Context: an optimization exercise on an open-source flow, tuned for small area, a short achievable clock period and few clock cycles per item. The choices shown serve that exercise and are no tape-out recipe.
Where RTL was checked, it was by simulation tests only, not by an equivalence proof against the original.
Power and IR drop assume default switching activity.

== pine ==
// conv_acc
module conv_acc
(
    input  logic        clk,
    input  logic        arst_n,
    input  logic        wb_cyc,
    input  logic        wb_stb,
    input  logic        wb_we,
    input  logic [1:0]  wb_adr,
    input  logic [31:0] wb_dat_i,
    output logic        wb_ack,
    output logic [31:0] wb_dat_o
);
clock: 7.0 ns
lec_check: 0
cap_margin: 20
core_margin: 2
core_utilization: 40
slew_margin: 20
run.sh (not shown) runs the stock make flow with config.mk's settings and CLKGATE_MAP_FILE= SYNTH_SCRIPT=/design/flow/synth_recipe.tcl, a recipe that flattens the netlist after the stock synthesis.
No stage failed in pine, and the final checks on the layout all came back clean.
Testbench counts of pine, summed over its fixed seeds: cycles 9,600, items 3,200.
diff inputs: pine => birch
Settings: SETUP_SLACK_MARGIN: unset -> 3.8; TNS_END_PERCENT: unset -> 100.
==> run summary <==
Taking pine as the reference, in birch clock power share moved down; routed length per placed instance moved up; met3 layer usage reported by global route moved up; number of vias after detailed routing moved up.
The run showing the smaller register-to-register slack is pine.
pine has lower total power than birch.
The share of the cycle needed by the critical path after routing of birch falls short of that of pine by 18 points.
Net load switching power: birch vs pine up about 34%
For pine, the leading power group was sequential cells, unlike birch, where it was combinational logic.
Count of buffer and inverter cells on the critical path ends up lower on pine.
Re number of instances in the synthesized netlist: no difference whatsoever between pine and birch.

* * *

## cedar
Another version of the RTL of conv_acc (not shown whole).
Size in the first run: ~1100 cells after synthesis, about 300 flip-flops, ~0.014 mm2 of cells after synthesis.
==> flow/config.mk <==
export PLATFORM = sky130hd
export DESIGN_NAME = conv_acc
export DESIGN_NICKNAME = conv_acc
export VERILOG_FILES = /design/flow/design.v
export SDC_FILE = /design/flow/constraint.sdc
export NUM_CORES = 4
export LEC_CHECK = 0
export CAP_MARGIN = 20
export CORE_MARGIN = 2
export CORE_UTILIZATION = 60
export SETUP_SLACK_MARGIN = 3.6
export SLEW_MARGIN = 20
export TNS_END_PERCENT = 100
==> flow/constraint.sdc <==
create_clock -name core_clock -period 7.0 [get_ports {clk}]
set_input_delay 1.4000 -clock core_clock [delete_from_list [all_inputs] [get_ports {clk}]]
set_output_delay 1.4000 -clock core_clock [all_outputs]
set_load 0.01 [all_outputs]
Input changes introduced in xenon (baseline for comparison: cedar):
- CTS_CLUSTER_SIZE newly set to 30
- CTS_BUF_LIST newly set to sky130_fd_sc_hd__clkbuf_8
- Summary of xenon over cedar: post-CTS resize count down 15; final critical path time including I/O delays and setup saw an increase; post-detailed-routing wire length essentially unchanged.
- xenon against cedar: core utilization dropped 0.71 points; smallest hold slack shows a reduction of 0.014 ns; power went down about 4%; design area saw a decrease.
- Cell count after synthesis came out exactly the same in cedar and xenon.
- xenon falls short of cedar in maximum frequency.
No functional check of the RTL was part of any run of this note.

* * *

conv_acc, a different RTL version from the one above (not shown whole).
Size: about 300 flip-flops, ~13,000 um2 of cells after synthesis.
Design conv_acc, start of the top module:
module conv_acc
(
    input  logic        clk,
    input  logic        arst_n,
    input  logic        wb_cyc,
    input  logic        wb_stb,
    input  logic        wb_we,
    input  logic [1:0]  wb_adr,
    input  logic [31:0] wb_dat_i,
    output logic        wb_ack,
    output logic [31:0] wb_dat_o
);
    localparam int DEPTH = conv_pkg::RES_DEPTH - 1;
    logic               req;
    logic               wr_operand;
    logic               rd_result;
    logic               wr_clear;
    logic               accept;
    logic               pop;
    logic               full;
    conv_pkg::operand_t op;
    logic [15:0]        cs_a;
    logic [15:0]        cs_b;
    logic               stage_v;
    logic [15:0]        st_a;
    logic [15:0]        st_b;
    logic [15:0]        mac;
    logic               head_v;
    logic [15:0]        head;
    logic [15:0]        mem [DEPTH];
    logic [4:0]         nrsel;
    logic [4:0]         rsel;
    logic               more;
    logic               shift;
    logic               take;
    logic               head_en;
    logic [DEPTH-1:0]   pick;
    logic [15:0]        oldest;
    logic [15:0]        head_d;
    logic               overflow;
    logic               underflow;
    logic               busy;
    logic [3:0]         status;
    assign req        = wb_cyc && wb_stb;
    assign wb_ack     = req;
    assign wr_operand = req &&  wb_we && !wb_adr[1] && !wb_adr[0];
  ...
clock: 7.0 ns
lec_check: 0
cap_margin: 20
core_margin: 2
core_utilization: 70
cts_buf_list: sky130_fd_sc_hd__clkbuf_16
cts_cluster_diameter: 120
cts_cluster_size: 30
setup_slack_margin: 3.8
slew_margin: 20
synth_hierarchical: 1
tns_end_percent: 100
Testbench counts at the start, summed over its fixed seeds: cycles 9,600, items 3,200.
Then changed:
- CORE_UTILIZATION: 70 -> 65
Outcome:
- The new run finished with timing, DRC and antenna clean
- setup slack got worse by 0.018 ns
- via count went down by 0.43%
- clock power hardly moves
- area after synthesis stays the same
- cell area went up by 1.3%
- routed wire length hardly moves
- power went up by 0.93%
- global-route usage went down by 2.0 points
- clock-buffer cell count does not change

## separate check: timing with driven ports
The results above use ideal ports. As a check the final layouts listed here were re-extracted and re-timed, cells and wires unchanged.
Step 1 (the two cells are an assumption about what drives the block):
set clk [get_ports {clk}]
set_driving_cell -lib_cell sky130_fd_sc_hd__clkbuf_16 $clk
set_driving_cell -lib_cell sky130_fd_sc_hd__buf_2 [delete_from_list [all_inputs] $clk]
Step 2 moves the port delays by t, midway between the first and last clock arrival at a register: inputs arrive t later, outputs are due t later. That takes back most of the time a late clock gives input paths.
Three values: ideal, step 1, step 2; two values: the first two.
run | t (ns) | setup WS [ns] | worst hold slack (ns) | worst register clock-pin slew, ns | worst slew at a driven data input, ns
pine | 0.613 | 1.127 / 1.127 / 1.127 | 0.501 / 0.501 / 0.501 | 0.06 / 0.06 | 0.04
birch | 0.616 | 2.395 / 2.395 / 2.395 | 0.508 / 0.508 / 0.508 | 0.07 / 0.07 | 0.04
cedar | 0.587 | 3.381 / 3.343 / 3.017 | 0.430 / 0.430 / 0.430 | 0.07 / 0.07 | 0.06
xenon | 0.605 | 3.363 / 3.325 / 3.018 | 0.415 / 0.415 / 0.415 | 0.06 / 0.06 | 0.06
the first run of note 3 | 0.538 | 3.706 / 3.484 / 3.203 | 0.460 / 0.460 / 0.460 | 0.11 / 0.11 | 0.31
the second run of note 3 | 0.524 | 3.688 / 3.452 / 3.167 | 0.459 / 0.459 / 0.459 | 0.11 / 0.11 | 0.32
After both steps every run listed still meets setup and hold. The setup slack of the second run of note 3, which loses most, moves by -0.236 ns with the drivers and by -0.521 ns with both steps.
